From an optimization exercise on the open Yosys and OpenROAD flow, aimed at small area and a short achievable clock period; shortcuts taken in it are not production practice.
Only simulation tests tie the RTL to the original design; equivalence was not proved.

==> flow/design.v (outline; a module is shown in full before it is edited, if it fits) <==
// module sidAudioPath: 3127 lines
module sidAudioPath (
  input  logic               clk,
  input  logic               rst,
  input  logic               sampleValid,
  input  logic signed [11:0] voice0,
  input  logic signed [11:0] voice1,
  input  logic signed [11:0] voice2,
  input  logic [7:0]         env0,
  input  logic [7:0]         env1,
  input  logic [7:0]         env2,
  input  logic [2:0]         filterRoute,
  input  logic [1:0]         mode,
  input  logic [15:0]        coef,
  input  logic [3:0]         volume,
  output logic signed [15:0] audioOut,
  output logic               audioValid
);
  // ...
==> flow/flow/run.sh <==
#!/bin/bash
# The standard layout with two changes in how it is made (the SDC is unchanged):
#  - after the standard synthesis, flow/invopt.py re-places the netlist's inverters around
#    its full adders and XOR gates (a full adder is self-dual, so each may compute the
#    complements of its outputs from complemented inputs; an XOR gate absorbs an inverted
#    input by becoming an XNOR); registers and all other cells are left as they are;
#  - the resizer's setup repair aims at a shorter period than the 20 ns constraint: paths
#    with less than MARGIN ns of slack are sized up and buffered.
set -euo pipefail
MARGIN=$(cat flow/margin.txt)
R=orfs/results/sky130hd/sidAudioPath/base
bash standard.sh synth > synth.log 2>&1
cp $R/1_2_yosys.v $R/1_2_yosys_std.v
python3 flow/invopt.py $R/1_2_yosys_std.v $R/1_2_yosys.v > invopt.log 2>&1
touch $R/1_2_yosys.v
bash standard.sh SETUP_SLACK_MARGIN=$MARGIN finish > standard.log 2>&1
==> flow/flow/invopt.py <==
#!/usr/bin/env python3
"""Re-place the inverters of a flat sky130 gate-level netlist around its full adders and
XOR gates. A full adder is self-dual: FA(~a, ~b, ~c) = (~cout, ~sum); an XOR/XNOR gate
absorbs an inverted input, or complements its output, by switching between XOR and XNOR.
Every inverter is taken out, each full adder and XOR gate gets a polarity (1: it computes
the complement of its original output), XOR gates take their inputs in whatever polarity
they come and fold the parity into their type, and one inverter is put back per net whose
other loads need the other polarity. Polarities are chosen to need as few inverters as
possible.
usage: invopt.py IN.v OUT.v"""
import re, sys, collections, random

src = open(sys.argv[1]).read()
m = re.search(r'^module .*?;\n', src, re.S | re.M)
endm = src.rindex('endmodule')
body = src[m.end():endm]
cell_re = re.compile(r'^\s*(sky130_fd_sc_hd__\w+)\s+(\S+)\s*\((.*?)\);\s*$', re.S | re.M)
pin_re = re.compile(r'\.(\w+)\(\s*(.*?)\s*\)(?=\s*,|\s*$)', re.S)
cells = []
last = 0
parts = []
for cm in cell_re.finditer(body):
    parts.append(body[last:cm.start()])
    last = cm.end()
    pins = {}
    for pm in pin_re.finditer(cm.group(3)):
        pins[pm.group(1)] = pm.group(2).strip()
    cells.append([cm.group(1), cm.group(2), pins])
rest = "".join(parts) + body[last:]
assert "assign" not in rest, "assign statements not handled"
decl_lines = [l for l in rest.split("\n") if l.strip()]

OUTPINS = {"X", "Y", "Q", "Q_N", "SUM", "COUT", "HI", "LO"}
def is_inv(c): return re.match(r'sky130_fd_sc_hd__(clk)?inv_\d+$', c[0]) is not None
def is_fa(c): return re.match(r'sky130_fd_sc_hd__fa_\d+$', c[0]) is not None
def is_xor(c): return re.match(r'sky130_fd_sc_hd__x(n)?or[23]_\d+$', c[0]) is not None

outports = set()
for l in decl_lines:
    mm = re.match(r'\s*output\s+(\[(\d+):(\d+)\]\s+)?(\S+);', l)
    if mm:
        if mm.group(1):
            for i in range(int(mm.group(3)), int(mm.group(2)) + 1):
                outports.add(f"{mm.group(4)}[{i}]")
        else:
            outports.add(mm.group(4))

driver = {}
for i, c in enumerate(cells):
    for p, n in c[2].items():
        if p in OUTPINS: driver[n] = (i, p)

def root(net):
    """(root net, parity) through inverter chains"""
    q = 0
    seen = 0
    while True:
        d = driver.get(net)
        if d is None or not is_inv(cells[d[0]]): return net, q
        net = cells[d[0]][2]["A"]; q ^= 1
        seen += 1
        assert seen < 100

# pins: (cell index or None for an output port, pin, root, parity)
pins = []
for i, c in enumerate(cells):
    if is_inv(c): continue
    for p, n in c[2].items():
        if p in OUTPINS: continue
        r, q = root(n)
        pins.append((i, p, r, q))
# output ports: the port net itself may be driven by an inverter
port_pins = []
for o in outports:
    r, q = root(o)
    if r != o:
        port_pins.append((o, r, q))

fa_idx = [i for i, c in enumerate(cells) if is_fa(c) or is_xor(c)]
pol = {i: 0 for i in fa_idx}
def rootpol(r):
    d = driver.get(r)
    if d is None: return 0
    return pol.get(d[0], 0)

# per root: list of (consumer fa or None, parity)
by_root = collections.defaultdict(list)
for (i, p, r, q) in pins:
    if is_xor(cells[i]): continue
    by_root[r].append((i if i in pol else None, q))
for (o, r, q) in port_pins:
    by_root[r].append((None, q))
roots_of_fa = collections.defaultdict(set)
for r, lst in by_root.items():
    d = driver.get(r)
    if d is not None and d[0] in pol: roots_of_fa[d[0]].add(r)
    for (f, q) in lst:
        if f is not None: roots_of_fa[f].add(r)

def root_cost(r):
    rp = rootpol(r)
    need = [q ^ (pol[f] if f is not None else 0) ^ rp for (f, q) in by_root[r]]
    return 1 if any(need) else 0

def total():
    return sum(root_cost(r) for r in by_root)

best = total()
start = best
random.seed(1)
cur = best
bestpol = dict(pol)
T = 1.0
for step in range(200000):
    f = random.choice(fa_idx)
    rs = roots_of_fa[f]
    before = sum(root_cost(r) for r in rs)
    pol[f] ^= 1
    after = sum(root_cost(r) for r in rs)
    d = after - before
    if d <= 0 or random.random() < pow(2.718, -d / T):
        cur += d
        if cur < best:
            best = cur; bestpol = dict(pol)
    else:
        pol[f] ^= 1
    T = max(0.05, 1.0 * (1 - step / 150000))
pol = bestpol
final = total()
print(f"inverters: {sum(1 for c in cells if is_inv(c))} -> {final} (root model {start} -> {final})", file=sys.stderr)

# rebuild: drop all inverters; flipped FAs keep their nets (which now carry complements)
out_cells = []
new_wires = []
inv_for = {}
def inv_net(r):
    if r not in inv_for:
        n = f"_invq{len(inv_for)}_"
        new_wires.append(n)
        inv_for[r] = n
        out_cells.append(["sky130_fd_sc_hd__inv_1", f"_invqc{len(inv_for)}_", {"A": r, "Y": n}])
    return inv_for[r]
for i, c in enumerate(cells):
    if is_inv(c): continue
    nc = [c[0], c[1], dict(c[2])]
    if is_xor(c):
        par = pol[i]
        for p, n in c[2].items():
            if p in OUTPINS: continue
            r, q = root(n)
            par ^= q ^ rootpol(r)
            nc[2][p] = r
        if par:
            mx = re.match(r"sky130_fd_sc_hd__(x(n)?or)([23])_(\d+)$", c[0])
            kind, k, size = mx.group(1), mx.group(3), mx.group(4)
            newkind = "xor" if kind == "xnor" else "xnor"
            nc[0] = f"sky130_fd_sc_hd__{newkind}{k}_{size}"
            if k == "2":
                # xor2 drives X, xnor2 drives Y
                outp = "X" if "X" in nc[2] else "Y"
                net = nc[2].pop(outp)
                nc[2]["Y" if newkind == "xnor" else "X"] = net
        out_cells.append(nc)
        continue
    for p, n in c[2].items():
        if p in OUTPINS: continue
        r, q = root(n)
        need = q ^ (pol[i] if i in pol else 0) ^ rootpol(r)
        nc[2][p] = inv_net(r) if need else r
    out_cells.append(nc)
# output ports driven through inverters: drive them from an inverter or a buffer-free net
port_fix = []
for (o, r, q) in port_pins:
    need = q ^ rootpol(r)
    # the port net must carry r ^ q; build it from r
    if need:
        out_cells.append(["sky130_fd_sc_hd__inv_1", f"_invqp_{len(port_fix)}_", {"A": r, "Y": o}])
    else:
        out_cells.append(["sky130_fd_sc_hd__buf_1", f"_invqp_{len(port_fix)}_", {"A": r, "X": o}])
    port_fix.append(o)
# a root that is itself an output port of a flipped FA would change the port's value
for o in outports:
    d = driver.get(o)
    assert not (d and d[0] in pol and pol[d[0]]), "flipped cell drives an output port"

out = [src[:m.end()]]
out += decl_lines
out += [f"  wire {w};" for w in new_wires]
for c in out_cells:
    pl = ",\n".join(f"    .{p}({n}{' ' if n.startswith(chr(92)) else ''})" for p, n in c[2].items())
    out.append(f"  {c[0]} {c[1]} (\n{pl}\n  );")
out.append("endmodule\n")
open(sys.argv[2], "w").write("\n".join(out))
==> flow/flow/margin.txt <==
14.5
==> flow/standard.sh <==
#!/bin/bash
# synth_recipe.tcl (not shown) runs the flow's synth.tcl, then flattens the netlist and writes it again
# the make line also repeats each setting of config.mk as NAME=value (left out here)
make -C /OpenROAD-flow-scripts/flow DESIGN_CONFIG=/design/flow/config.mk WORK_HOME=/design/flow/orfs CLKGATE_MAP_FILE= SYNTH_SCRIPT=/design/flow/synth_recipe.tcl "${@:-finish}"
==> flow/config.mk <==
export PLATFORM = sky130hd
export DESIGN_NAME = sidAudioPath
export DESIGN_NICKNAME = sidAudioPath
export VERILOG_FILES = /design/flow/design.v
export SDC_FILE = /design/flow/constraint.sdc
export NUM_CORES = 4
export LEC_CHECK = 0
export ABC_AREA = 1
export CAP_MARGIN = 20
export CORE_MARGIN = 2
export CORE_UTILIZATION = 40
export SLEW_MARGIN = 20
==> flow/constraint.sdc <==
create_clock -name core_clock -period 20.0 [get_ports {clk}]
set_input_delay 4.0000 -clock core_clock [delete_from_list [all_inputs] [get_ports {clk}]]
set_output_delay 4.0000 -clock core_clock [all_outputs]
set_load 0.01 [all_outputs]
==> flow_summary.json, run 1 <==
{
  "cp_slowest_stage_delay_ps": 300,
  "synthCells": 4153,
  "overflow": 0,
  "io_pins": 105,
  "maxSlewViolCount": 0,
  "critical_path.top_delay_family": "flip-flops",
  "drc": 0,
  "cts_max_path_buffers": 3,
  "hold_violations": 0,
  "grt_max_degree": 33,
  "cp.depth": 1,
  "detailed_place.area_sq_mm": 0.0391,
  "fp.dieH_um": 309,
  "status": "finished clean",
  "hp-start": "D4[6]",
  "met3_usage": 0.0316,
  "final_cell_mix": "526 x nand2_1, 498 x inv_1, 488 x fa_1",
  "multi_input_area_share": 0.639,
  "stdcell_count": 5403,
  "gr-usage-met2": 0.345,
  "antenna_cells": 0,
  "core_sq_mm": 0.0918,
  "avgSynthCellArea_sq_um": 8.94,
  "path_cells": "dlygate4sd2_1",
  "wl_met2_um": 45600,
  "start_util": 0.404,
  "crit_type": "reg2out",
  "clock_sinks": 397,
  "dpl.cell_count": 5300,
  "worstSkewPairLatency_ps": 660
}
==> run 2: changes to the inputs <==
--- a/flow/design.v
+++ b/flow/design.v
@@ -57,20 +57,20 @@
     e0_1 <= env0;   e1_1 <= env1;   e2_1 <= env2;
     rt_1   <= filterRoute;
     coef_r <= coef;
     mode_r <= mode;
     vol_r  <= volume;
   end
   logic [8:0] kb_none, kb_ntwo, kb_nneg;   
   wire [8:0] kb_one = ~kb_none, kb_two = ~kb_ntwo, kb_neg = ~kb_nneg;
-  logic [14:0] Cp_r;   
+  wire [14:0] Cp_r;   
   wire cpCorr = (~coef_r[0] & (|coef_r)) | (coef_r[0] & coef_r[15]);
+  assign Cp_r = coef_r[15:1] - {14'd0, cpCorr};
   always_ff @(posedge clk) begin
-    Cp_r <= coef_r[15:1] - {14'd0, cpCorr};
     kb_none[0] <= ~(coef_r[0] ^ 1'b0); kb_ntwo[0] <= ~((coef_r[1] & ~coef_r[0] & ~1'b0) | (~coef_r[1] & coef_r[0] & 1'b0)); kb_nneg[0] <= ~(~coef_r[1] & (coef_r[0] | 1'b0));
     kb_none[1] <= ~(coef_r[2] ^ coef_r[1]); kb_ntwo[1] <= ~((coef_r[3] & ~coef_r[2] & ~coef_r[1]) | (~coef_r[3] & coef_r[2] & coef_r[1])); kb_nneg[1] <= ~(~coef_r[3] & (coef_r[2] | coef_r[1]));
     kb_none[2] <= ~(coef_r[4] ^ coef_r[3]); kb_ntwo[2] <= ~((coef_r[5] & ~coef_r[4] & ~coef_r[3]) | (~coef_r[5] & coef_r[4] & coef_r[3])); kb_nneg[2] <= ~(~coef_r[5] & (coef_r[4] | coef_r[3]));
     kb_none[3] <= ~(coef_r[6] ^ coef_r[5]); kb_ntwo[3] <= ~((coef_r[7] & ~coef_r[6] & ~coef_r[5]) | (~coef_r[7] & coef_r[6] & coef_r[5])); kb_nneg[3] <= ~(~coef_r[7] & (coef_r[6] | coef_r[5]));
     kb_none[4] <= ~(coef_r[8] ^ coef_r[7]); kb_ntwo[4] <= ~((coef_r[9] & ~coef_r[8] & ~coef_r[7]) | (~coef_r[9] & coef_r[8] & coef_r[7])); kb_nneg[4] <= ~(~coef_r[9] & (coef_r[8] | coef_r[7]));
     kb_none[5] <= ~(coef_r[10] ^ coef_r[9]); kb_ntwo[5] <= ~((coef_r[11] & ~coef_r[10] & ~coef_r[9]) | (~coef_r[11] & coef_r[10] & coef_r[9])); kb_nneg[5] <= ~(~coef_r[11] & (coef_r[10] | coef_r[9]));
     kb_none[6] <= ~(coef_r[12] ^ coef_r[11]); kb_ntwo[6] <= ~((coef_r[13] & ~coef_r[12] & ~coef_r[11]) | (~coef_r[13] & coef_r[12] & coef_r[11])); kb_nneg[6] <= ~(~coef_r[13] & (coef_r[12] | coef_r[11]));
     kb_none[7] <= ~(coef_r[14] ^ coef_r[13]); kb_ntwo[7] <= ~((coef_r[15] & ~coef_r[14] & ~coef_r[13]) | (~coef_r[15] & coef_r[14] & coef_r[13])); kb_nneg[7] <= ~(~coef_r[15] & (coef_r[14] | coef_r[13]));
==> flow_summary.json, run 2 <==
{
  "status": "finished clean",
  "fin_nets": 4897,
  "cts_buffers": 44,
  "syn_to_final_growth_pct": 10.9,
  "cp_slowest_cell": "clkdlybuf4s50_1",
  "critPathBufInv": 1,
  "totalWireLength_um": 98600,
  "reg.largest.list": "X4a: 33 flops, X4b: 31 flops",
  "maxSlewHeadroom": 0.341,
  "hold_ws_ps": 326,
  "maxSlewViolCount": 0,
  "arrival_ps": 1440,
  "antenna_cells": 0,
  "setup.worst_path.start": "audioValid",
  "core_sq_mm": 0.0912,
  "hp-start": "D4[2]",
  "cts_max_path_buffers": 3,
  "grt_pass1_vias": 27739,
  "grt_pass1_wl_um": 156000,
  "drive_gt1_frac": 0.0736,
  "die_w_um": 307,
  "num_vias": 27663,
  "ant_nets": 0,
  "worstPathRequired_ps": 16000,
  "max_freq_mhz": 184,
  "fin_crit_ps": 5440,
  "num-fill-cells": 8763,
  "cts_htree_levels": 2,
  "gp_congestion": 0.924,
  "critical_path.top_delay_family": "buffers and inverters",
  "dp_hpwl_um": 76200,
  "clock_sinks": 382,
  "tns_ps": 0,
  "port_buffers": 104,
  "r2r-start": "kb_ntwo[7]",
  "regMostFlops": "X4a",
  "skew_ps": 17.6,
  "final_cell_mix": "512 x nand2_1, 486 x fa_1, 480 x inv_1",
  "rsz0062_at_grt": "true",
  "start_util": 0.402,
  "largest_reg_flops": 33,
  "worstMarginPinSlew_ps": 986,
  "clkSlewWorstSetupHoldPaths_ps": 60,
  "finalCritPeriodShare": 0.272,
  "grt_max_degree": 33,
  "antenna_found_initial": 2,
  "drtIter0Drc": 1962,
  "worstSkewPairLatency_ps": 600,
  "overflow": 0,
  "wl_per_cell_um": 18.7,
  "routed_via_density": 5.26,
  "postCtsHoldBufs": 0,
  "yosysWarnings": 1,
  "worstSetupEndpointType": "output port",
  "io_pins": 105,
  "row_count": 111,
  "clockRootBuffer": "clkbuf_16",
  "fp.dieH_um": 307,
  "grtUsageTotal": 0.209,
  "setup_viol": 0,
  "crit_type": "reg2out",
  "final_common_cell": "nand2_1",
  "drtPass1Iterations": 7,
  "crit_path_max_fanout": 1,
  "cp_slowest_stage_delay_ps": 540,
  "dieArea_sq_mm": 0.0940,
  "fin_util": 0.445,
  "stdcell_count": 5264,
  "drv_cap": 0,
  "dpl.cell_count": 5165,
  "synth_fp_nets": 4922,
  "path_cells": "clkdlybuf4s50_1",
  "avgSynthCellArea_sq_um": 9.01,
  "drc": 0,
  "synthCells": 4068,
  "start_kind": "register",
  "hold_violations": 0,
  "synth_area_sq_mm": 0.0366,
  "cts_tree": "done",
  "hold_class": "reg2reg"
}
[run 2: area by class of cell]
cell class	instances	area, sq um	share of cell area
clock inverters	25	347	0.00853
well taps	1186	1480	0.0365
multi-input cells	2958	26400	0.649
clock buffers	56	1220	0.0300
flip-flops and latches	382	7730	0.190
repair buffers	172	1670	0.0410
inverters	485	1840	0.0452
[run 2: repair_timing]
item                                    in CTS  in global routing
buffers inserted                             6                 10
resized for setup                           33                 83
endpoints found under the setup margin      27                 34
cloned                                       0                  2
pin swaps                                    0                 15
[run 2: through the flow]
| stage | area [sq um] | worst slack [ps] |
|---|---|---|
| after CTS | 40200 | 14500 |
| final | 40600 | 14560 |
| after global routing | 40600 | 14430 |
| after floorplan | 36600 | 14720 |
| after detailed placement | 38600 | 14140 |
| after global placement | 38600 | 14260 |
[run 2: routing by layer]
layer	part of all wire	global-route usage	wire (um)	vias to the layer above
li1	-	-	-	13078
met1	0.45	0.288	44200	13550
met2	0.46	0.342	45400	899
met3	0.069	0.0350	6820	134
met4	0.021	0.0524	2110	2
met5	0.00013	0	13	-
[run 2: path summary, 6_finish.rpt]
kind         slack, ps  cells past startpoint          to
max              14560                      1  audioValid
min reg2reg        330                      0       D5[2]
max reg2reg      14810                     25      nlp[1]
min                330                      0       D5[2]
==> run 3: changes to the inputs <==
==> flow/flow/margin.txt (replaced) <==
14.7
==> flow_summary.json, run 3 <==
{
  "cp_slowest_stage_delay_ps": 350,
  "arrival_ps": 1230,
  "ant_nets": 0,
  "worstMarginPinSlew_ps": 981,
  "drive_gt1_frac": 0.0855,
  "fin_util": 0.450,
  "synth_fp_nets": 4922,
  "path_cells": "dlygate4sd2_1",
  "grt_pass1_wl_um": 156000,
  "crit_type": "reg2out",
  "grtUsageTotal": 0.209,
  "postCtsHoldBufs": 0,
  "start_util": 0.402,
  "cts_tree": "done",
  "finalCritPeriodShare": 0.261,
  "reg.largest.list": "X4a: 33 flops, X4b: 31 flops",
  "clock_sinks": 382,
  "drv_cap": 0,
  "syn_to_final_growth_pct": 11.9,
  "rrSetupSlack_ps": 14870,
  "grt_pass1_vias": 27835,
  "fp.dieH_um": 307,
  "clockRootBuffer": "clkbuf_16",
  "setup_viol": 0,
  "hold-path-endpoint": "D5[2]",
  "core_sq_mm": 0.0912,
  "cp.depth": 1,
  "regMostFlops": "X4a",
  "final_common_cell": "nand2_1",
  "wl_per_cell_um": 18.9,
  "crit_path_max_fanout": 1,
  "dp_hpwl_um": 76200,
  "hold_depth": 0,
  "critPathBufInv": 1,
  "hold_class": "reg2reg",
  "max_freq_mhz": 191,
  "io_pins": 105,
  "cts_buffers": 44,
  "worstSkewPairLatency_ps": 610,
  "antenna_cells": 0,
  "gp_congestion": 0.924,
  "routed_via_density": 5.25,
  "avgSynthCellArea_sq_um": 9.01,
  "final_cell_mix": "506 x nand2_1, 480 x fa_1, 479 x inv_1",
  "num_vias": 27717,
  "drtPass1Iterations": 5,
  "critical_path.top_delay_family": "flip-flops",
  "overflow": 0,
  "tns_ps": 0,
  "drc": 0,
  "largest_reg_flops": 33,
  "fin_crit_ps": 5230,
  "synthCells": 4068,
  "cts_htree_levels": 2,
  "fin_nets": 4914,
  "port_buffers": 104,
  "maxSlewViolCount": 0,
  "die_w_um": 307,
  "r2r-start": "nlp[10]",
  "cts_max_path_buffers": 3,
  "row_count": 111,
  "r2r-end": "nlp[0]",
  "hp-start": "D4[2]",
  "antenna_found_initial": 2,
  "maxSlewHeadroom": 0.344,
  "drtIter0Drc": 2065,
  "grt_max_degree": 33,
  "worstSetupEndpointType": "output port",
  "dieArea_sq_mm": 0.0940,
  "synth_area_sq_mm": 0.0366,
  "hold_violations": 0,
  "reg2reg_depth": 24,
  "cp_slowest_cell": "dfxtp_1",
  "status": "finished clean",
  "start_kind": "register",
  "clkSlewWorstSetupHoldPaths_ps": 70,
  "worstPathRequired_ps": 16000,
  "totalWireLength_um": 100000,
  "yosysWarnings": 1,
  "skew_ps": 18.2,
  "rsz0062_at_grt": "true"
}
[run 3: routing by layer]
metal  share of wire  global-route usage  routed length [um]
met4           0.023              0.0531                2330
met5         0.00013                   0                  13
met2            0.46               0.342               46300
met1            0.45               0.288               44600
met3           0.069              0.0351                6860
[run 3: worst max path at each step]
stage / from / slack (ps) / to
floorplan: nlp[10] / 14720 / nlp[2]
global placement: nlp[9] / 14260 / nlp[10]
detailed placement: nlp[9] / 14140 / nlp[10]
CTS: audioOut[6] / 14700 / audioOut[6]
global route: coef_r[9] / 14650 / nlp[10]
finish: audioOut[2] / 14770 / audioOut[2]
[run 3: metrics by stage]
step                worst slack, ps  area [sq um]  std cells  hold slack [ps]
floorplan                     14720         36600       4068              310
global placement              14260         38600       5165              312
detailed placement            14140         38600       5165              312
CTS                           14700         40300       5254              327
global route                  14650         41000       5281              333
finish                        14770         41000       5281              326
[run 3: final cells by class]
type	count	area, sq um
clock inverters	25	347
fillers	8749	50200
repair buffers	188	1850
clock buffers	56	1220
well taps	1186	1480
inverters	485	1840
multi-input cells	2959	26500
flip-flops and latches	382	7750
[run 3: repair_timing]
item / in CTS / in global routing
endpoints found under the setup margin: 35 / 36
gates cloned: 0 / 7
gates resized for setup: 66 / 117
pin swaps: 1 / 32
buffers inserted: 8 / 20
==> run 4: changes to the inputs <==
==> flow/flow/margin.txt (replaced) <==
15.0
==> flow_summary.json, run 4 <==
{
  "final_cell_mix": "485 x nand2_1, 465 x inv_1, 461 x fa_1",
  "crit_type": "reg2out",
  "totalWireLength_um": 101000,
  "arrival_ps": 1060,
  "largest_reg_flops": 33,
  "final_common_cell": "nand2_1",
  "drv_cap": 0,
  "grtUsageTotal": 0.210,
  "core_sq_mm": 0.0912,
  "hold_depth": 0,
  "detailed_place.area_sq_mm": 0.0386,
  "fin_nets": 4973,
  "grt_pass1_wl_um": 157000,
  "status": "finished clean",
  "dieArea_sq_mm": 0.0940,
  "postCtsHoldBufs": 0,
  "clock_sinks": 382,
  "reg.largest.list": "X4a: 33 flops, X4b: 31 flops",
  "hold_ws_ps": 325,
  "reg2reg_depth": 24,
  "rsz0062_at_grt": "true",
  "synth_area_sq_mm": 0.0366,
  "worstPathRequired_ps": 16000,
  "grt_pass1_vias": 28148,
  "worstSkewPairLatency_ps": 610,
  "fin_area_sq_mm": 0.0419,
  "gp_congestion": 0.946,
  "cts_tree": "done",
  "die_w_um": 307,
  "maxSlewHeadroom": 0.333,
  "synthCells": 4068,
  "drtPass1Iterations": 6,
  "fin_crit_ps": 5060,
  "finalCritPeriodShare": 0.253,
  "drtIter0Drc": 1987,
  "dp_hpwl_um": 75200,
  "syn_to_final_growth_pct": 14.5,
  "hold-path-endpoint": "D5[1]",
  "maxSlewViolCount": 0,
  "rrSetupSlack_ps": 14990,
  "yosysWarnings": 1,
  "antenna_found_initial": 0,
  "overflow": 0,
  "max_freq_mhz": 198,
  "fp.dieH_um": 307,
  "r2r-end": "nlp[14]",
  "path_cells": "buf_6",
  "hp-start": "D4[1]",
  "critical_path.top_delay_family": "flip-flops",
  "r2r-start": "nlp[11]",
  "cp_slowest_stage_delay_ps": 330,
  "worstMarginPinSlew_ps": 990,
  "routed_via_density": 5.28,
  "skew_ps": 27.2,
  "hold_violations": 0,
  "start_util": 0.402,
  "clkSlewWorstSetupHoldPaths_ps": 70,
  "ant_nets": 0,
  "drc": 0,
  "avgSynthCellArea_sq_um": 9.01,
  "cp_slowest_cell": "dfxtp_2",
  "grt_max_degree": 33,
  "cts_max_path_buffers": 3,
  "start_kind": "register",
  "cts_htree_levels": 2,
  "synth_fp_nets": 4922,
  "io_pins": 105,
  "worstSetupEndpointType": "output port",
  "hold_class": "reg2reg",
  "fin_util": 0.460,
  "num_vias": 28211,
  "tns_ps": 0,
  "regMostFlops": "X4a",
  "setup_viol": 0,
  "crit_path_max_fanout": 1,
  "critPathBufInv": 1,
  "row_count": 111,
  "antenna_cells": 0,
  "port_buffers": 104,
  "clockRootBuffer": "clkbuf_16",
  "wl_per_cell_um": 18.8,
  "drive_gt1_frac": 0.129,
  "cts_buffers": 44
}
[run 4: per-stage QoR]
step / std cells / setup WS, ps
global route: 5339 / 14800
finish: 5339 / 14940
floorplan: 4068 / 15000
global placement: 5161 / 14310
CTS: 5270 / 14880
detailed placement: 5161 / 14210
[run 4: worst max-delay path by stage]
stage	startpoint	endpoint	depth (start not counted)
after detailed placement	nlp[13]	nlp[10]	20
after floorplan	kb_ntwo[0]	nlp[7]	26
final	audioOut[1]	audioOut[1]	1
after global routing	nlp[14]	nlp[14]	27
after global placement	nlp[15]	nlp[1]	23
after CTS	audioOut[1]	audioOut[1]	1
[run 4: routing by layer]
layer  wire length [um]  up-vias  track usage
met1              44400    13800        0.292
met2              45800     1005        0.337
met5                  0        -            0
met3               7010      184       0.0321
li1                   -    13222            -
met4               3320        0       0.0651
[run 4: area by class of cell]
type,count,area (sq um)
fill,8662,49300
multi-input combinational,2960,26900
sequential,382,7790
timing repair buffer,245,2330
inverter,485,1860
tap,1186,1480
clock buffer,48,1150
clock inverter,32,395
timing repair inverter,1,7.51
[run 4: timing repair]
action	4_1_cts	5_1_grt
pin swaps	22	64
cloned	1	6
endpoints found under the hold margin	0	0
buffers inserted	28	63
gates resized for setup	191	195
setup endpoints to repair	56	56
==> run 5: changes to the inputs <==
==> flow/flow/margin.txt (replaced) <==
14.8
==> flow_summary.json, run 5 <==
{
  "synth_fp_nets": 4922,
  "skew_ps": 41.9,
  "overflow": 0,
  "grt_pass1_wl_um": 157000,
  "worstMarginPinSlew_ps": 1020,
  "regMostFlops": "X4a",
  "detailed_place.area_sq_mm": 0.0386,
  "fin_nets": 4943,
  "cp_slowest_cell": "dfxtp_1",
  "cts_buffers": 45,
  "synthCells": 4068,
  "antenna_found_initial": 0,
  "grt_pass1_vias": 27873,
  "row_count": 111,
  "start_kind": "register",
  "final_common_cell": "nand2_1",
  "worstPathRequired_ps": 16000,
  "fin_util": 0.454,
  "die_w_um": 307,
  "cts_max_path_buffers": 3,
  "gp_congestion": 0.943,
  "avgSynthCellArea_sq_um": 9.01,
  "tns_ps": 0,
  "ant_nets": 0,
  "dieArea_sq_mm": 0.0940,
  "yosysWarnings": 1,
  "clockRootBuffer": "clkbuf_16",
  "dp_hpwl_um": 76400,
  "fin_crit_ps": 5140,
  "synth_area_sq_mm": 0.0366,
  "path_cells": "clkdlybuf4s15_2",
  "io_pins": 105,
  "maxSlewViolCount": 0,
  "final_cell_mix": "486 x nand2_1, 473 x inv_1, 471 x fa_1",
  "drv_cap": 0,
  "cp_slowest_stage_delay_ps": 300,
  "setup_viol": 0,
  "hold_class": "reg2reg",
  "hold_violations": 0,
  "grtUsageTotal": 0.211,
  "drtIter0Drc": 2205,
  "dpl.cell_count": 5164,
  "status": "finished clean",
  "crit_path_max_fanout": 1,
  "max_freq_mhz": 194,
  "start_util": 0.402,
  "largest_reg_flops": 33,
  "drc": 0,
  "maxSlewHeadroom": 0.318,
  "routed_via_density": 5.27,
  "wl_per_cell_um": 19.0,
  "reg.largest.list": "X4a: 33 flops, X4b: 31 flops",
  "crit_type": "reg2out",
  "num_vias": 27989,
  "dp_slack_ps": 14150,
  "fp.dieH_um": 307,
  "core_sq_mm": 0.0912,
  "clock_sinks": 382,
  "critPathBufInv": 1,
  "cts_htree_levels": 2,
  "totalWireLength_um": 101000,
  "finalCritPeriodShare": 0.257,
  "grt_max_degree": 33,
  "arrival_ps": 1140,
  "port_buffers": 104,
  "rsz0062_at_grt": "true",
  "clkSlewWorstSetupHoldPaths_ps": 60,
  "stdcell_count": 5310,
  "hold_ws_ps": 324,
  "syn_to_final_growth_pct": 13.1,
  "setup_ws_ps": 14860,
  "cts_tree": "done",
  "worstSetupEndpointType": "output port",
  "drtPass1Iterations": 8,
  "drive_gt1_frac": 0.107,
  "critical_path.top_delay_family": "flip-flops",
  "fin_area_sq_mm": 0.0414,
  "antenna_cells": 0,
  "worstSkewPairLatency_ps": 630,
  "postCtsHoldBufs": 0
}
[run 5: routing by layer]
| layer | track usage | wire length [um] |
|---|---|---|
| met1 | 0.295 | 45300 |
| met2 | 0.342 | 45700 |
| met3 | 0.0314 | 6690 |
| met4 | 0.0535 | 2970 |
| met5 | 0 | 0 |
[run 5: repair_timing]
action,4_1_cts,5_1_grt
gates resized for setup,136,159
cloned,2,6
buffers inserted,12,44
pin swaps,9,56
endpoints found under the setup margin,44,41
[run 5: worst paths after layout]
kind | to | startpoint | slack [ps] | cells past startpoint
max reg2reg | nlp[7] | nlp[14] | 14910 | 25
min | D4[3] | D3[3] | 320 | 0
min reg2reg | D4[3] | D3[3] | 320 | 0
max | audioOut[10] | audioOut[10] | 14860 | 1
[run 5: final cells by class]
type / instances / area (sq um)
fillers: 8710 / 49800
multi-input cells: 2958 / 26700
flip-flops and latches: 382 / 7770
repair buffers: 217 / 2110
inverters: 485 / 1840
well taps: 1186 / 1480
clock buffers: 51 / 1160
clock inverters: 31 / 378
==> run 6: changes to the inputs <==
--- a/flow/config.mk
+++ b/flow/config.mk
@@ -10,3 +10,5 @@
 export CORE_MARGIN = 2
 export CORE_UTILIZATION = 40
+export CTS_CLUSTER_DIAMETER = 60
+export CTS_CLUSTER_SIZE = 25
 export SLEW_MARGIN = 20
==> flow_summary.json, run 6 <==
{
  "grt_pass1_vias": 27873,
  "path_cells": "clkdlybuf4s15_2",
  "cts_tree": "done",
  "synth_area_sq_mm": 0.0366,
  "crit_type": "reg2out",
  "final_cell_mix": "493 x nand2_1, 472 x fa_1, 472 x inv_1",
  "tns_ps": 0,
  "grtUsageTotal": 0.211,
  "cts_buffers": 35,
  "postCtsHoldBufs": 0,
  "port_buffers": 104,
  "antenna_cells": 0,
  "drtPass1Iterations": 5,
  "totalWireLength_um": 100000,
  "ant_nets": 0,
  "maxSlewHeadroom": 0.300,
  "rsz0062_at_grt": "true",
  "finalCritPeriodShare": 0.258,
  "worstSetupEndpointType": "output port",
  "num_vias": 27821,
  "fin_util": 0.452,
  "clock_sinks": 382,
  "reg.largest.list": "X4a: 33 flops, X4b: 31 flops",
  "fin_nets": 4925,
  "largest_reg_flops": 33,
  "die_w_um": 307,
  "grt_pass1_wl_um": 157000,
  "antenna_found_initial": 0,
  "syn_to_final_growth_pct": 12.5,
  "avgSynthCellArea_sq_um": 9.01,
  "gp_congestion": 0.943,
  "fp.dieH_um": 307,
  "start_kind": "register",
  "max_freq_mhz": 194,
  "arrival_ps": 1150,
  "cp_slowest_stage_delay_ps": 310,
  "synth_fp_nets": 4922,
  "io_pins": 105,
  "fin_crit_ps": 5150,
  "critical_path.top_delay_family": "flip-flops",
  "critPathBufInv": 1,
  "setup_viol": 0,
  "routed_via_density": 5.27,
  "worstSkewPairLatency_ps": 600,
  "regMostFlops": "X4a",
  "worstPathRequired_ps": 16000,
  "dp_hpwl_um": 76400,
  "crit_path_max_fanout": 1,
  "cp_slowest_cell": "dfxtp_1",
  "skew_ps": 21.4,
  "hold_violations": 0,
  "worstMarginPinSlew_ps": 1050,
  "maxSlewViolCount": 0,
  "cts_max_path_buffers": 3,
  "synthCells": 4068,
  "drv_cap": 0,
  "drive_gt1_frac": 0.100,
  "dieArea_sq_mm": 0.0940,
  "drtIter0Drc": 1965,
  "grt_max_degree": 33,
  "hold_class": "reg2reg",
  "status": "finished clean",
  "yosysWarnings": 1,
  "drc": 0,
  "row_count": 111,
  "final_common_cell": "nand2_1",
  "core_sq_mm": 0.0912,
  "cts_htree_levels": 2,
  "clkSlewWorstSetupHoldPaths_ps": 80,
  "wl_per_cell_um": 19.0,
  "overflow": 0,
  "start_util": 0.402,
  "clockRootBuffer": "clkbuf_16"
}
[run 6: per-stage QoR]
step | hold WS, ps | worst slack [ps] | cells | instance area, sq um
after floorplan | 310 | 14820 | 4068 | 36700
after detailed placement | 312 | 14150 | 5164 | 38600
after global routing | 322 | 14590 | 5282 | 41200
after global placement | 312 | 14180 | 5164 | 38600
final | 321 | 14850 | 5282 | 41200
after CTS | 320 | 14800 | 5240 | 40200
[run 6: per-layer routing]
layer | GRT usage | wire length [um] | vias to the layer above
li1 | - | - | 13129
met1 | 0.293 | 44600 | 13596
met2 | 0.341 | 45900 | 935
met3 | 0.0323 | 6860 | 161
met4 | 0.0570 | 2890 | 0
met5 | 0 | 0 | -
[run 6: cell type report]
| type | instances | area, sq um |
|---|---|---|
| Sequential cell | 382 | 7770 |
| Clock inverter | 27 | 405 |
| Clock buffer | 35 | 876 |
| Fill cell | 8718 | 50000 |
| Multi-Input combinational cell | 2959 | 26700 |
| Timing Repair Buffer | 208 | 2110 |
| Tap cell | 1186 | 1480 |
| Inverter | 485 | 1840 |
[run 6: path summary, 6_finish.rpt]
kind / startpoint / endpoint / slack (ps) / cells after the start
max reg2reg: nlp[14] / nlp[14] / 14890 / 24
min reg2reg: D3[7] / D4[7] / 320 / 0
min: D3[7] / D4[7] / 320 / 0
max: audioOut[1] / audioOut[1] / 14850 / 1
[run 6: timing repair]
item,in CTS,in global routing
gates resized for setup,119,155
buffers inserted,12,36
endpoints found under the setup margin,44,43
pin swaps,10,57
cloned,2,6
==> run 7: changes to the inputs <==
--- a/flow/config.mk
+++ b/flow/config.mk
@@ -10,5 +10,5 @@
 export CORE_MARGIN = 2
 export CORE_UTILIZATION = 40
-export CTS_CLUSTER_DIAMETER = 60
-export CTS_CLUSTER_SIZE = 25
+export CTS_CLUSTER_DIAMETER = 100
+export CTS_CLUSTER_SIZE = 30
 export SLEW_MARGIN = 20
==> flow_summary.json, run 7 <==
{
  "ant_nets": 0,
  "status": "finished clean",
  "hold_class": "reg2reg",
  "cts_max_path_buffers": 3,
  "avgSynthCellArea_sq_um": 9.01,
  "fp.dieH_um": 307,
  "worstMarginPinSlew_ps": 1010,
  "grt_pass1_wl_um": 157000,
  "setup_viol": 0,
  "drc": 0,
  "die_w_um": 307,
  "num_vias": 27642,
  "fin_area_sq_mm": 0.0406,
  "rsz0062_at_grt": "true",
  "setup.worst_path.start": "nlp[14]",
  "grt_pass1_vias": 27729,
  "regMostFlops": "X4a",
  "totalWireLength_um": 100000,
  "antenna_found_initial": 0,
  "clkSlewWorstSetupHoldPaths_ps": 110,
  "crit_end": "nlp[7]",
  "worstSetupEndpointType": "register",
  "port_buffers": 104,
  "drv_cap": 0,
  "r2r-end": "nlp[7]",
  "antenna_cells": 0,
  "cp_slowest_stage_delay_ps": 540,
  "synthCells": 4068,
  "cts_htree_levels": 1,
  "skew_ps": 30.0,
  "routed_via_density": 5.25,
  "start_kind": "register",
  "drive_gt1_frac": 0.0957,
  "worstSkewPairLatency_ps": 620,
  "cts_buffers": 22,
  "gp_congestion": 0.943,
  "synth_fp_nets": 4922,
  "fin_crit_ps": 5140,
  "drtPass1Iterations": 5,
  "io_pins": 105,
  "clockRootBuffer": "clkbuf_16",
  "worstPathRequired_ps": 20550,
  "r2r-start": "nlp[14]",
  "row_count": 111,
  "largest_reg_flops": 33,
  "overflow": 0,
  "rrSetupSlack_ps": 14860,
  "reg.largest.list": "X4a: 33 flops, X4b: 31 flops",
  "dp_hpwl_um": 76400,
  "max_freq_mhz": 195,
  "final_common_cell": "nand2_1",
  "detailed_place.area_sq_mm": 0.0386,
  "cts_tree": "done",
  "fin_nets": 4917,
  "cp_common_cell": "nand2_1",
  "maxSlewHeadroom": 0.323,
  "postCtsHoldBufs": 0,
  "tns_ps": 0,
  "dieArea_sq_mm": 0.0940,
  "clock_sinks": 382,
  "hold_violations": 0,
  "grtUsageTotal": 0.209,
  "syn_to_final_growth_pct": 10.9,
  "arrival_ps": 5690,
  "cp_slowest_cell": "fa_1",
  "drtIter0Drc": 2074,
  "reg2reg_depth": 25,
  "maxSlewViolCount": 0,
  "crit_type": "reg2reg",
  "yosysWarnings": 1,
  "num-fill-cells": 8772,
  "crit_path_max_fanout": 7,
  "start_util": 0.402,
  "core_sq_mm": 0.0912,
  "synth_area_sq_mm": 0.0366,
  "finalCritPeriodShare": 0.257,
  "grt_max_degree": 33,
  "wl_per_cell_um": 19.0,
  "final_cell_mix": "498 x nand2_1, 474 x inv_1, 471 x fa_1"
}
run 7: routing by layer:
layer	GRT usage	vias to the layer above	wire [um]
met5	0	-	0
met4	0.0483	0	2260
met3	0.0260	129	6600
met2	0.343	944	46200
met1	0.295	13493	44900
li1	-	13076	-
run 7: timing repair:
action / 4_1_cts / 5_1_grt
pin swaps: 6 / 40
resized for setup: 150 / 131
cloned: 2 / 6
setup buffers: 7 / 46
setup endpoints to repair: 47 / 40
run 7: final cells by class:
class / instances / area [sq um] / share of cell area
Clock buffer: 23 / 554 / 0.0136
Clock inverter: 13 / 256 / 0.00631
Inverter: 485 / 1830 / 0.0451
Multi-Input combinational cell: 2958 / 26700 / 0.656
Sequential cell: 382 / 7770 / 0.191
Tap cell: 1186 / 1480 / 0.0365
Timing Repair Buffer: 214 / 2100 / 0.0516
run 7: critical path: cells and delay by family, from the launching register on:
kind	cells	cell delay, ps
flops	1	370
simple gates	14	1300
fa+ha+maj	6	2730
compound gates	1	160
buf+inv	3	350
xor+xnor	1	150
run 7: how the worst min path moves through the flow:
stage	end	from	slack (ps)	cells past startpoint
after global placement	D5[15]	D4[15]	310	0
final	D4[1]	D3[1]	330	0
after global routing	D4[1]	D3[1]	340	0
after floorplan	D4[0]	D3[0]	310	0
after detailed placement	D4[2]	D3[2]	310	0
after CTS	D5[13]	D4[13]	340	0
run 7: per-stage QoR:
step / util / hold WS (ps) / setup slack (ps) / cells
global placement: 0.423 / 312 / 14180 / 5164
finish: 0.445 / 329 / 14860 / 5261
global route: 0.445 / 338 / 14620 / 5261
CTS: 0.435 / 336 / 14790 / 5209
detailed placement: 0.423 / 312 / 14150 / 5164
floorplan: - / 310 / 14820 / 4068
==> run 8: changes to the inputs <==
==> flow/flow/margin.txt (replaced) <==
15.0
==> flow_summary.json, run 8 <==
{
  "dieArea_sq_mm": 0.0940,
  "die_w_um": 307,
  "rsz0062_at_grt": "true",
  "worstPathRequired_ps": 16000,
  "num_vias": 27975,
  "fp.dieH_um": 307,
  "yosysWarnings": 1,
  "setup_viol": 0,
  "fin_nets": 4946,
  "rrSetupSlack_ps": 14990,
  "worstSkewPairLatency_ps": 620,
  "drv_cap": 0,
  "maxSlewViolCount": 0,
  "hold_violations": 0,
  "cp_slowest_stage_delay_ps": 340,
  "gp_congestion": 0.946,
  "fin_crit_ps": 5080,
  "grt_pass1_vias": 27795,
  "arrival_ps": 1080,
  "max_freq_mhz": 197,
  "row_count": 111,
  "clkSlewWorstSetupHoldPaths_ps": 110,
  "tns_ps": 0,
  "ant_nets": 0,
  "crit_path_max_fanout": 1,
  "fin_area_sq_mm": 0.0412,
  "synth_area_sq_mm": 0.0366,
  "critical_path.top_delay_family": "flip-flops",
  "syn_to_final_growth_pct": 12.5,
  "worstMarginPinSlew_ps": 997,
  "routed_via_density": 5.29,
  "grt_pass1_wl_um": 156000,
  "status": "finished clean",
  "cts_htree_levels": 1,
  "final_cell_mix": "479 x nand2_1, 465 x inv_1, 459 x fa_1",
  "regMostFlops": "X4a",
  "cts_tree": "done",
  "detailed_place.area_sq_mm": 0.0386,
  "antenna_cells": 0,
  "crit_type": "reg2out",
  "antenna_found_initial": 0,
  "drive_gt1_frac": 0.121,
  "totalWireLength_um": 100000,
  "regArea_sq_mm": 0.00780,
  "cts_buffers": 22,
  "synthCells": 4068,
  "dp_hpwl_um": 75200,
  "r2r-start": "nlp[9]",
  "worstSetupEndpointType": "output port",
  "port_buffers": 104,
  "drtPass1Iterations": 6,
  "largest_reg_flops": 33,
  "cp_slowest_cell": "dfxtp_2",
  "setup.worst_path.start": "audioOut[1]",
  "finalCritPeriodShare": 0.254,
  "reg.largest.list": "X4a: 33 flops, X4b: 31 flops",
  "critPathBufInv": 1,
  "skew_ps": 30.5,
  "wl_met1_um": 44600,
  "start_util": 0.402,
  "routed-wl-met3_um": 6640,
  "hp-start": "D4[1]",
  "multi_input_area_sq_mm": 0.0269,
  "wl_met2_um": 46100,
  "cts_max_path_buffers": 3,
  "fin_util": 0.452,
  "drtIter0Drc": 2030,
  "clockRootBuffer": "clkbuf_16",
  "num-fill-cells": 8737,
  "drc": 0,
  "avgSynthCellArea_sq_um": 9.01,
  "io_pins": 105,
  "dpl.cell_count": 5161,
  "start_kind": "register",
  "overflow": 0,
  "top_layer": "met4",
  "grt_max_degree": 33,
  "core_sq_mm": 0.0912,
  "path_cells": "buf_6",
  "maxSlewHeadroom": 0.328,
  "synth_fp_nets": 4922,
  "stdcell_count": 5291,
  "final_common_cell": "nand2_1",
  "hold_class": "reg2reg",
  "wl_per_cell_um": 18.9,
  "grtUsageTotal": 0.208,
  "clock_sinks": 382
}
==> run 8: cell count changes in the layout (fill, tap and decap cells not counted), moves of 9 or more <==
cell / previous run / this run
nand2_1: 498 / 479
dfxtp_1: 340 / 330
buf_4: 83 / 104
nand2_2: 35 / 46
buf_6: 7 / 27
fa_1: 471 / 459
inv_1: 474 / 465
fa_2: 18 / 30
buf_2: 17 / 7
nand2_4: 15 / 24
==> run 8: area by class of cell <==
type | count | area share
flip-flops and latches | 382 | 0.189
repair buffers | 241 | 0.0569
well taps | 1186 | 0.0360
clock inverters | 15 | 0.00604
repair inverters | 1 | 0.000121
multi-input cells | 2959 | 0.653
inverters | 485 | 0.0451
clock buffers | 22 | 0.0134
==> run 8: path summary, 6_finish.rpt <==
kind,endpoint,depth (start not counted)
setup / recovery,audioOut[1],1
hold / removal,D5[1],0
hold reg to reg,D5[1],0
setup reg to reg,nlp[14],24
==> run 8: layer usage <==
metal | GRT usage | up-vias
met5 | 0 | -
met4 | 0.0496 | 0
met3 | 0.0258 | 154
met2 | 0.341 | 981
met1 | 0.293 | 13696
li1 | - | 13144
==> run 8: repair_timing <==
action / 4_1_cts / 5_1_grt
hold buffers: 0 / 0
pin swaps: 19 / 55
setup buffers: 28 / 58
gates resized for setup: 199 / 196
gates cloned: 2 / 5
endpoints found under the setup margin: 54 / 56
==> run 8: stage by stage <==
step           hold slack [ps]  setup WS, ps
3_5_place_dp               312         14210
6_report                   325         14920
5_1_grt                    344         14800
3_3_place_gp               311         14310
2_1_floorplan              310         15000
4_1_cts                    334         14860

[afterwards: timing with drivers on the ports]
In the flow no input, the clock included, has a driving cell. The finished layouts below were timed again as built, in two steps.
Step 1 sets driving cells, clkbuf_16 on the clock port and buf_2 on the other inputs (assumed; they add their load-dependent delay and slew).
Step 2, shift: input delay + t, output delay - t, t = (earliest + latest rising clock arrival at the registers) / 2. This alone moves slack from input paths to output paths.
Slacks: no drivers / after step 1 / after step 2; pairs: no drivers / after step 1.
run	shift t [ns]	setup WS [ns]	worst setup path at the end	worst data-port slew with drivers (ns)
run 1	0.707	14.750 / 14.678 / 14.760	register to register	0.04
run 2	0.665	14.560 / 14.492 / 14.807	register to register	0.07
run 3	0.663	14.775 / 14.710 / 14.873	register to register	0.07
run 4	0.665	14.938 / 14.872 / 14.988	register to register	0.06
run 5	0.668	14.858 / 14.795 / 14.914	register to register	0.06
run 6	0.651	14.849 / 14.783 / 14.886	register to register	0.06
run 7	0.673	14.861 / 14.858 / 14.861	register to register	0.06
run 8	0.669	14.923 / 14.861 / 14.994	register to register	0.06
After both steps setup and hold are still met in every run listed.
